From an optimization exercise on the open Yosys and OpenROAD flow, aimed at small area; shortcuts taken in it are not production practice. In this exercise RTL edits were held to simulation tests only and were not proved equivalent to the original.

===== design/flow/design.v =====
package bi_pkg;
    localparam int DATA_W = 32;
    localparam int NUM_SEG = 4;
    localparam int SEG_W = DATA_W / NUM_SEG;
    localparam int LINK_W = DATA_W + NUM_SEG;
    localparam int SEG_CNT_W = $clog2(SEG_W + 1);
    localparam int HIST_BINS = NUM_SEG * (SEG_W / 2 + 1) + 1;
    localparam int BIN_W = $clog2(HIST_BINS);
    localparam int HIST_CNT_W = 16;
    localparam int SUM_W = 22;
    typedef struct packed {
        logic [DATA_W-1:0]  data;
        logic [NUM_SEG-1:0] inv;
    } link_word_t;
    typedef enum logic [1:0] {
        ST_IDLE,
        ST_SCAN,
        ST_DONE
    } stats_state_t;
endpackage
module bi_tx_stage (
    input  logic                      clk,
    input  logic                      rst_n,
    input  logic [bi_pkg::DATA_W-1:0] in_data_i,
    input  logic                      in_valid_i,
    output logic                      in_ready_o,
    input  logic                      tx_ready_i,
    output logic [bi_pkg::DATA_W-1:0] tx_data_o,
    output logic                      tx_valid_o,
    output logic                      advance_o
);
    logic [bi_pkg::DATA_W-1:0] data_q;
    logic              full_q;
    logic              accept;
    assign advance_o = full_q & tx_ready_i;
    assign in_ready_o = ~full_q | tx_ready_i;
    assign accept = in_valid_i & in_ready_o;
    always_ff @(posedge clk or negedge rst_n) begin
        if (!rst_n) begin
            full_q <= 1'b0;
        end else if (accept) begin
            full_q <= 1'b1;
        end else if (advance_o) begin
            full_q <= 1'b0;
        end
    end
    always_ff @(posedge clk) begin
        if (accept) begin
            data_q <= in_data_i;
        end
    end
    assign tx_data_o = data_q;
    assign tx_valid_o = full_q;
endmodule
module bi_seg_coder (
    input  logic                     clk,
    input  logic                     rst_n,
    input  logic [bi_pkg::SEG_W-1:0] seg_i,
    input  logic                     advance_i,
    output logic [bi_pkg::SEG_W-1:0] seg_o,
    output logic                     inv_o
);
    logic [bi_pkg::SEG_W-1:0]     prev_seg_q;
    logic                 prev_inv_q;
    logic [bi_pkg::SEG_W-1:0]     seg_diff;
    logic [bi_pkg::SEG_CNT_W-1:0] diff_cnt;
    logic                 more_than_half;
    logic                 exactly_half;
    assign seg_diff = seg_i ^ prev_seg_q;
    always_comb begin
        diff_cnt = '0;
        for (int b = 0; b < bi_pkg::SEG_W; b++) begin
            diff_cnt = diff_cnt + bi_pkg::SEG_CNT_W'(seg_diff[b]);
        end
    end
    assign more_than_half = diff_cnt > bi_pkg::SEG_CNT_W'(bi_pkg::SEG_W / 2);
    assign exactly_half = diff_cnt == bi_pkg::SEG_CNT_W'(bi_pkg::SEG_W / 2);
    assign inv_o = more_than_half | (exactly_half & prev_inv_q);
    assign seg_o = inv_o ? ~seg_i : seg_i;
    always_ff @(posedge clk or negedge rst_n) begin
        if (!rst_n) begin
            prev_seg_q <= '0;
            prev_inv_q <= 1'b0;
        end else if (advance_i) begin
            prev_seg_q <= seg_o;
            prev_inv_q <= inv_o;
        end
    end
endmodule
module bi_link_reg (
    input  logic               clk,
    input  logic               rst_n,
    input  logic               tx_valid_i,
    input  bi_pkg::link_word_t code_i,
    output logic               tx_ready_o,
    input  logic               link_ready_i,
    output bi_pkg::link_word_t link_o,
    output logic               link_valid_o,
    output logic               link_load_o
);
    bi_pkg::link_word_t link_q;
    logic       full_q;
    logic       load_q;
    logic       load;
    assign tx_ready_o = ~full_q | link_ready_i;
    assign load = tx_valid_i & tx_ready_o;
    always_ff @(posedge clk or negedge rst_n) begin
        if (!rst_n) begin
            link_q <= '0;
            full_q <= 1'b0;
            load_q <= 1'b0;
        end else begin
            load_q <= load;
            if (load) begin
                link_q <= code_i;
                full_q <= 1'b1;
            end else if (link_ready_i) begin
                full_q <= 1'b0;
            end
        end
    end
    assign link_o = link_q;
    assign link_valid_o = full_q;
    assign link_load_o = load_q;
endmodule
module bi_rx_stage (
    input  logic                      clk,
    input  logic                      rst_n,
    input  bi_pkg::link_word_t        link_i,
    input  logic                      link_valid_i,
    output logic                      link_ready_o,
    output logic [bi_pkg::DATA_W-1:0] out_data_o,
    output logic                      out_valid_o,
    input  logic                      out_ready_i
);
    logic [bi_pkg::DATA_W-1:0] restored;
    logic [bi_pkg::DATA_W-1:0] data_q;
    logic              full_q;
    logic              load;
    always_comb begin
        restored = link_i.data;
        for (int s = 0; s < bi_pkg::NUM_SEG; s++) begin
            if (link_i.inv[s]) begin
                restored[s*bi_pkg::SEG_W +: bi_pkg::SEG_W] = ~link_i.data[s*bi_pkg::SEG_W +: bi_pkg::SEG_W];
            end
        end
    end
    assign link_ready_o = ~full_q | out_ready_i;
    assign load = link_valid_i & link_ready_o;
    always_ff @(posedge clk or negedge rst_n) begin
        if (!rst_n) begin
            full_q <= 1'b0;
        end else if (load) begin
            full_q <= 1'b1;
        end else if (out_ready_i) begin
            full_q <= 1'b0;
        end
    end
    always_ff @(posedge clk) begin
        if (load) begin
            data_q <= restored;
        end
    end
    assign out_data_o = data_q;
    assign out_valid_o = full_q;
endmodule
module bi_transition_stats (
    input  logic                     clk,
    input  logic                     rst_n,
    input  bi_pkg::link_word_t       link_i,
    input  logic                     link_load_i,
    input  logic                     stat_req_i,
    output logic                     stat_valid_o,
    output logic [bi_pkg::BIN_W-1:0] stat_bin_o,
    output logic [bi_pkg::SUM_W-1:0] stat_sum_o
);
    bi_pkg::link_word_t                  prev_link_q;
    logic [bi_pkg::LINK_W-1:0]           link_diff;
    logic [$clog2(bi_pkg::LINK_W+1)-1:0] diff_cnt;
    logic [bi_pkg::BIN_W-1:0]            hit_bin;
    logic [bi_pkg::HIST_CNT_W-1:0]       hist_q [bi_pkg::HIST_BINS];
    bi_pkg::stats_state_t     state_q;
    logic [bi_pkg::BIN_W-1:0] scan_idx_q;
    logic             req_accept;
    logic             stat_valid_q;
    logic [bi_pkg::HIST_CNT_W-1:0] run_max_q;
    logic [bi_pkg::BIN_W-1:0]      run_bin_q;
    logic [bi_pkg::SUM_W-1:0]      run_sum_q;
    logic [bi_pkg::SUM_W-1:0]      weighted;
    logic [bi_pkg::BIN_W-1:0]      stat_bin_q;
    logic [bi_pkg::SUM_W-1:0]      stat_sum_q;
    assign link_diff = link_i ^ prev_link_q;
    always_comb begin
        diff_cnt = '0;
        for (int b = 0; b < bi_pkg::LINK_W; b++) begin
            diff_cnt = diff_cnt + ($bits(diff_cnt))'(link_diff[b]);
        end
    end
    assign hit_bin = (diff_cnt >= ($bits(diff_cnt))'(bi_pkg::HIST_BINS)) ?
                     bi_pkg::BIN_W'(bi_pkg::HIST_BINS - 1) : bi_pkg::BIN_W'(diff_cnt);
    always_ff @(posedge clk or negedge rst_n) begin
        if (!rst_n) begin
            prev_link_q <= '0;
            for (int i = 0; i < bi_pkg::HIST_BINS; i++) begin
                hist_q[i] <= '0;
            end
        end else if (link_load_i) begin
            prev_link_q <= link_i;
            hist_q[hit_bin] <= hist_q[hit_bin] + 1'b1;
        end
    end
    assign req_accept = (state_q == bi_pkg::ST_IDLE) & stat_req_i;
    always_ff @(posedge clk or negedge rst_n) begin
        if (!rst_n) begin
            state_q <= bi_pkg::ST_IDLE;
            scan_idx_q <= '0;
            stat_valid_q <= 1'b0;
        end else begin
            case (state_q)
                bi_pkg::ST_IDLE: begin
                    if (req_accept) begin
                        state_q <= bi_pkg::ST_SCAN;
                        scan_idx_q <= '0;
                        stat_valid_q <= 1'b0;
                    end
                end
                bi_pkg::ST_SCAN: begin
                    scan_idx_q <= scan_idx_q + 1'b1;
                    if (scan_idx_q == bi_pkg::BIN_W'(bi_pkg::HIST_BINS - 1)) begin
                        state_q <= bi_pkg::ST_DONE;
                    end
                end
                bi_pkg::ST_DONE: begin
                    state_q <= bi_pkg::ST_IDLE;
                    stat_valid_q <= 1'b1;
                end
                default: begin
                    state_q <= bi_pkg::ST_IDLE;
                end
            endcase
        end
    end
    assign weighted = bi_pkg::SUM_W'(scan_idx_q) * bi_pkg::SUM_W'(hist_q[scan_idx_q]);
    always_ff @(posedge clk) begin
        if (req_accept) begin
            run_max_q <= '0;
            run_bin_q <= '0;
            run_sum_q <= '0;
        end else if (state_q == bi_pkg::ST_SCAN) begin
            if (hist_q[scan_idx_q] > run_max_q) begin
                run_max_q <= hist_q[scan_idx_q];
                run_bin_q <= scan_idx_q;
            end
            run_sum_q <= run_sum_q + weighted;
        end
        if (state_q == bi_pkg::ST_DONE) begin
            stat_bin_q <= run_bin_q;
            stat_sum_q <= run_sum_q;
        end
    end
    assign stat_valid_o = stat_valid_q;
    assign stat_bin_o = stat_bin_q;
    assign stat_sum_o = stat_sum_q;
endmodule
module bi_link_top (
    input  logic                      clk,
    input  logic                      rst_n,
    input  logic [bi_pkg::DATA_W-1:0] in_data_i,
    input  logic                      in_valid_i,
    output logic                      in_ready_o,
    output logic [bi_pkg::DATA_W-1:0] out_data_o,
    output logic                      out_valid_o,
    input  logic                      out_ready_i,
    output bi_pkg::link_word_t        link_o,
    input  logic                      stat_req_i,
    output logic                      stat_valid_o,
    output logic [bi_pkg::BIN_W-1:0]  stat_bin_o,
    output logic [bi_pkg::SUM_W-1:0]  stat_sum_o
);
    logic [bi_pkg::DATA_W-1:0] tx_data;
    logic                      tx_valid;
    logic                      tx_ready;
    logic                      advance;
    wire [bi_pkg::DATA_W-1:0]  code_data;
    wire [bi_pkg::NUM_SEG-1:0] code_inv;
    bi_pkg::link_word_t        code_word;
    bi_pkg::link_word_t link_word;
    logic               link_valid;
    logic               link_ready;
    logic               link_load;
    bi_tx_stage u_tx_stage (
        .clk        (clk),
        .rst_n      (rst_n),
        .in_data_i  (in_data_i),
        .in_valid_i (in_valid_i),
        .in_ready_o (in_ready_o),
        .tx_ready_i (tx_ready),
        .tx_data_o  (tx_data),
        .tx_valid_o (tx_valid),
        .advance_o  (advance)
    );
    for (genvar g = 0; g < bi_pkg::NUM_SEG; g++) begin : gen_seg_coder
        bi_seg_coder u_seg_coder (
            .clk       (clk),
            .rst_n     (rst_n),
            .seg_i     (tx_data[g*bi_pkg::SEG_W +: bi_pkg::SEG_W]),
            .advance_i (advance),
            .seg_o     (code_data[g*bi_pkg::SEG_W +: bi_pkg::SEG_W]),
            .inv_o     (code_inv[g])
        );
    end
    assign code_word = {code_data, code_inv};
    bi_link_reg u_link_reg (
        .clk          (clk),
        .rst_n        (rst_n),
        .tx_valid_i   (tx_valid),
        .code_i       (code_word),
        .tx_ready_o   (tx_ready),
        .link_ready_i (link_ready),
        .link_o       (link_word),
        .link_valid_o (link_valid),
        .link_load_o  (link_load)
    );
    assign link_o = link_word;
    bi_rx_stage u_rx_stage (
        .clk          (clk),
        .rst_n        (rst_n),
        .link_i       (link_word),
        .link_valid_i (link_valid),
        .link_ready_o (link_ready),
        .out_data_o   (out_data_o),
        .out_valid_o  (out_valid_o),
        .out_ready_i  (out_ready_i)
    );
    bi_transition_stats u_stats (
        .clk          (clk),
        .rst_n        (rst_n),
        .link_i       (link_word),
        .link_load_i  (link_load),
        .stat_req_i   (stat_req_i),
        .stat_valid_o (stat_valid_o),
        .stat_bin_o   (stat_bin_o),
        .stat_sum_o   (stat_sum_o)
    );
endmodule

===== design/flow/run.sh =====
#!/bin/bash
# synth_recipe.tcl (not shown) runs the flow's synth.tcl, then flattens the netlist and writes it again
# the make line also repeats each setting of config.mk as NAME=value (left out here)
make -C /OpenROAD-flow-scripts/flow DESIGN_CONFIG=/design/flow/config.mk WORK_HOME=/design/flow/orfs CLKGATE_MAP_FILE= SYNTH_SCRIPT=/design/flow/synth_recipe.tcl finish

===== design/flow/config.mk =====
export PLATFORM = sky130hd
export DESIGN_NAME = bi_link_top
export DESIGN_NICKNAME = bi_link_top
export VERILOG_FILES = /design/flow/design.v
export SDC_FILE = /design/flow/constraint.sdc
export NUM_CORES = 4
export LEC_CHECK = 0
export CAP_MARGIN = 20
export CORE_MARGIN = 2
export CORE_UTILIZATION = 40
export SLEW_MARGIN = 20

===== design/flow/constraint.sdc =====
create_clock -name core_clock -period 12.0 [get_ports {clk}]
set_input_delay 2.4000 -clock core_clock [delete_from_list [all_inputs] [get_ports {clk}]]
set_output_delay 2.4000 -clock core_clock [all_outputs]
set_load 0.01 [all_outputs]

==> key figures <==
Status
  • Status: timing/DRC/antenna clean

Yosys
  • Number of synthesized flops with an enable pin: 91
  • Synth top cells by count: dfrtp_1, nand2_1, nor2_1, a21oi_1, o21ai_0
  • Mapped Cells: 3,117
  • Post-Synth Adder-Cell Area: under 10%
  • Most numerous cell in the Yosys netlist: dfrtp_1
  • Sequential area share after synthesis: 45.3%
  • Xor and xnor area share after synthesis: 5.28%
  • Compound-Gate Fraction of Synth Area: between 10% and 20%
  • Synth Flop Type: dfrtp_1
  • Post-Syn Area: around 31,000 µm²
  • Multiplexer share of the synthesized area: under 10%
  • Yosys top cell area share: ~34%
  • Async SR Flop Fraction: approximately 76%
  • #FFs+latches synth: roughly 550
  • Post-Synth Simple-Gate Area: 13.4%
  • Synth area leader: dfrtp_1
  • Post-synth cell types: 97
  • Mean Syn Cell Area: around 10 µm²
  • Syn_nets: ~3,300
  • Largest family of logic cells by synthesized area: compound AO/OA/AOI/OAI gates
  • Area contributors post-synth: dfrtp_1, edfxtp_1, fa_1, nand2_1, ha_1
  • Yosys warns: 6

Global routing
  • Vias in the first global route: 24,700
  • M1 GR Usage: around 34%
  • Met3 Usage GRT: approximately 6.4%
  • Grt peak-use layer: met2
  • Grt met2 use: 39.9%
  • Initial antenna violation count: 1
  • Total track usage: between 20% and 30%
  • Pin count of the biggest net entering global routing: 76
  • First-pass GRT wire length: about 160,000 µm
  • GR Overflow Total: 0

Layout
  • Fin cells: approximately 4,300
  • Final instance area: 35,600 µm²
  • FILL cells: approximately 7,300
  • Nets: ~3,400
  • Area delta synth->final: 14.5%
  • Share of cells above drive strength 1: between 10% and 20%
  • Fin util: between 40% and 50%

Timing
  • Worst-margin pin slew: 1.13 ns
  • Post-layout min period: approximately 9.5 ns
  • Period Utilization, post-route: between 70% and 80%
  • Final setup violation count: 0
  • Final setup TNS: 0 ns
  • Fin. max-slew vios: 0
  • Final hold vios: 0
  • Relative slew slack: 24.0%
  • Achievable frequency: 0.106 GHz
  • Setup Skew: about 0.026 ns
  • RSZ-0062 raised after global routing: false

Placement
  • PortBufs: roughly 130
  • DP HPWL: ~67,000 µm
  • Placer congestion estimate: around 0.97
  • Placed Area: 33,600 µm²
  • Placed insts: ~4,200

Floorplanning
  • Num rows: 102
  • Number of top-level pins: 135
  • Die Span Y: 283 µm
  • DIE AREA: between 80,000 and 90,000 µm²
  • Initial Util: between 40% and 50%
  • Chip width: around 280 µm
  • Core area: 77,200 µm²

Detailed routing
  • Vias: around 25,000
  • DRC: 0
  • Routed Antenna Nets: 0
  • TritonRoute pass-1 iters: 8
  • Final WL: roughly 100,000 µm
  • Vias per cell: 5.82
  • DR WL/cell: roughly 24 µm
  • Detailed Route Iter0 Violations: 3,105

Critical path
  • Slowest cell on crit path: fa_4
  • CP cell instances: xor2_1 -> ha_1 -> inv_1 -> fa_1 -> fa_1 -> fa_1 -> fa_1 -> fa_1 -> fa_1 -> fa_4 -> inv_1 -> fa_4 -> buf_4 -> nor2b_1 -> and3_1 -> a2111o_1 -> a2111oi_2 -> nor3_1 -> nand4_2 -> nor3_2 -> xnor2_2 -> o21ai_0
  • CP required: about 12 ns
  • Critical path fanouts, max: 39
  • Worst path max stage delay: 1.28 ns
  • Most frequent cell on the critical path: fa_1
  • Critical Path Source Type: flip-flop
  • Worst EP arrival: slightly below 10 ns
  • Crit path kind: flip-flop to flip-flop
  • CP Capture Type: flip-flop

Clock network
  • Worst-path clk slew: 0.06 ns
  • CTS buffer count: 60
  • # resized after CTS: 0
  • Clk sink count: roughly 550
  • Post-CTS Setup Bufs: 0
  • Number of H-tree levels: 2
  • Clock Path Buffers: 3
  • CTS root buf: clkbuf_16
  • TritonCTS clock tree: done
  • # hold bufs at CTS: 0
  • Clock latency (worst-skew pair): between 0.6 and 0.7 ns

Job
  • Max Cap Viol: 0

Min path
  • Hold crit path type: flip-flop to flip-flop
final timing paths:
| path | depth (start not counted) | to | start | slack (ns) |
|---|---|---|---|---|
| min | 0 | u_stats.stat_bin_q[4]$_DFFE_PP_ | u_stats.run_bin_q[4]$_SDFFE_PP0P_ | 0.44 |
| max reg2reg | 22 | u_stats.hist_q[13][14]$_DFFE_PN0P_ | u_link_reg.link_q[1]$_DFFE_PN0P_ | 2.54 |
| max in group asynchronous | 3 | u_link_reg.load_q$_DFF_PN0_ | rst_n | 8.23 |
| min reg2reg | 0 | u_stats.stat_bin_q[4]$_DFFE_PP_ | u_stats.run_bin_q[4]$_SDFFE_PP0P_ | 0.44 |
| min in group asynchronous | 1 | u_link_reg.link_q[4]$_DFFE_PN0P_ | rst_n | 1.72 |
| max | 22 | u_stats.hist_q[13][14]$_DFFE_PN0P_ | u_link_reg.link_q[1]$_DFFE_PN0P_ | 2.54 |
placed cells by master, fill, tap and decap left out, types with 48 or more instances in the layout:
cell type / netlist / routed
dfrtp_1: 420 / 419
nand2_1: 367 / 365
nor2_1: 269 / 260
a21oi_1: 207 / 206
o21ai_0: 174 / 174
clkdlybuf4s50_1: 0 / 133
xor2_1: 111 / 111
inv_1: 101 / 101
a22oi_1: 101 / 101
o21ai_1: 97 / 97
buf_4: 9 / 97
ha_1: 92 / 92
edfxtp_1: 91 / 91
fa_1: 87 / 85
mux2_2: 77 / 77
xnor2_1: 69 / 68
nand3_1: 63 / 63
clkbuf_16: 0 / 61
mux2i_1: 53 / 53
nand4_1: 48 / 48
metal layers:
metal | vias to the layer above | part of all wire (%)
li1 | 11200 | -
met1 | 12200 | 41
met2 | 1196 | 44
met3 | 307 | 9.9
met4 | 0 | 4.8
met5 | - | 0
logic make-up after synthesis:
| family | Yosys count |
|---|---|
| AND/OR/NAND/NOR | 920 |
| AO/OA/AOI/OAI | 811 |
| multiplexers | 146 |
| flip-flops | 554 |
| adder cells (fa/ha/maj) | 179 |
| XOR/XNOR | 184 |
| buffers and inverters | 323 |
layout make-up:
| type | instances | area (µm²) | area share (%) |
|---|---|---|---|
| Inverter | 102 | 383 | 1.08 |
| Clock buffer | 85 | 1700 | 4.77 |
| Multi-Input combinational cell | 2240 | 15800 | 44.3 |
| Antenna cell | 1 | 2.50 | 0.00703 |
| Sequential cell | 554 | 14100 | 39.6 |
| Timing Repair Buffer | 231 | 2070 | 5.83 |
| Clock inverter | 27 | 259 | 0.727 |
| Tap cell | 1040 | 1300 | 3.65 |
flip-flops by register name, summed over array words and instances (netlist names):
register              count
u_tx_stage.full_q         1
u_rx_stage.data_q        32
u_stats.stat_bin_q        5
u_stats.hist_q          336
u_rx_stage.full_q         1
u_stats.run_max_q        16
u_stats.run_bin_q         5
u_link_reg.load_q         1
u_stats.prev_link_q      36
u_link_reg.link_q        36
u_stats.stat_sum_q       22
u_tx_stage.data_q        32
u_stats.state_q           2
u_stats.scan_idx_q        5
u_link_reg.full_q         1
u_stats.run_sum_q        22
u_stats.stat_valid_q      1
worst max-delay path: cells and delay by family, from the launching register on:
family / cells / cell delay, ns
DFF: 1 / 0.72
buffers and inverters: 3 / 0.52
xor gates and xnor gates: 2 / 1.03
AOI/OAI and AO/OA: 3 / 1.24
and+or+nand+nor: 5 / 1.04
adders and majority gates: 9 / 4.68
metrics by stage:
stage / worst slack [ns] / hold slack (ns)
after CTS: 2.65 / 0.440
after floorplan: 4.31 / 0.408
after detailed placement: 2.66 / 0.425
after global placement: 2.80 / 0.420
after global routing: 2.22 / 0.456
final: 2.54 / 0.435

[port drivers added, routing unchanged]
No port has a modelled driver above. Below, the same layout with a new extraction and two added sets of constraints. Step 1 (the two cells are an assumption about what drives the block):
set clk [get_ports {clk}]
set_driving_cell -lib_cell sky130_fd_sc_hd__clkbuf_16 $clk
set_driving_cell -lib_cell sky130_fd_sc_hd__buf_2 [delete_from_list [all_inputs] $clk]
Step 2, shift: input delay + t, output delay - t, t = (earliest + latest rising clock arrival at the registers) / 2. This alone moves slack from input paths to output paths. Slacks: ideal / step 1 / step 2; pairs: ideal / step 1.
shift t [ns]: 0.710
slack for setup (ns): 2.541 / 2.541 / 2.541
worst setup path after step 2: register to register
After both steps setup and hold are still met in this run. The setup slack of this run moves by 0.000 ns with the drivers and by 0.000 ns with both steps.
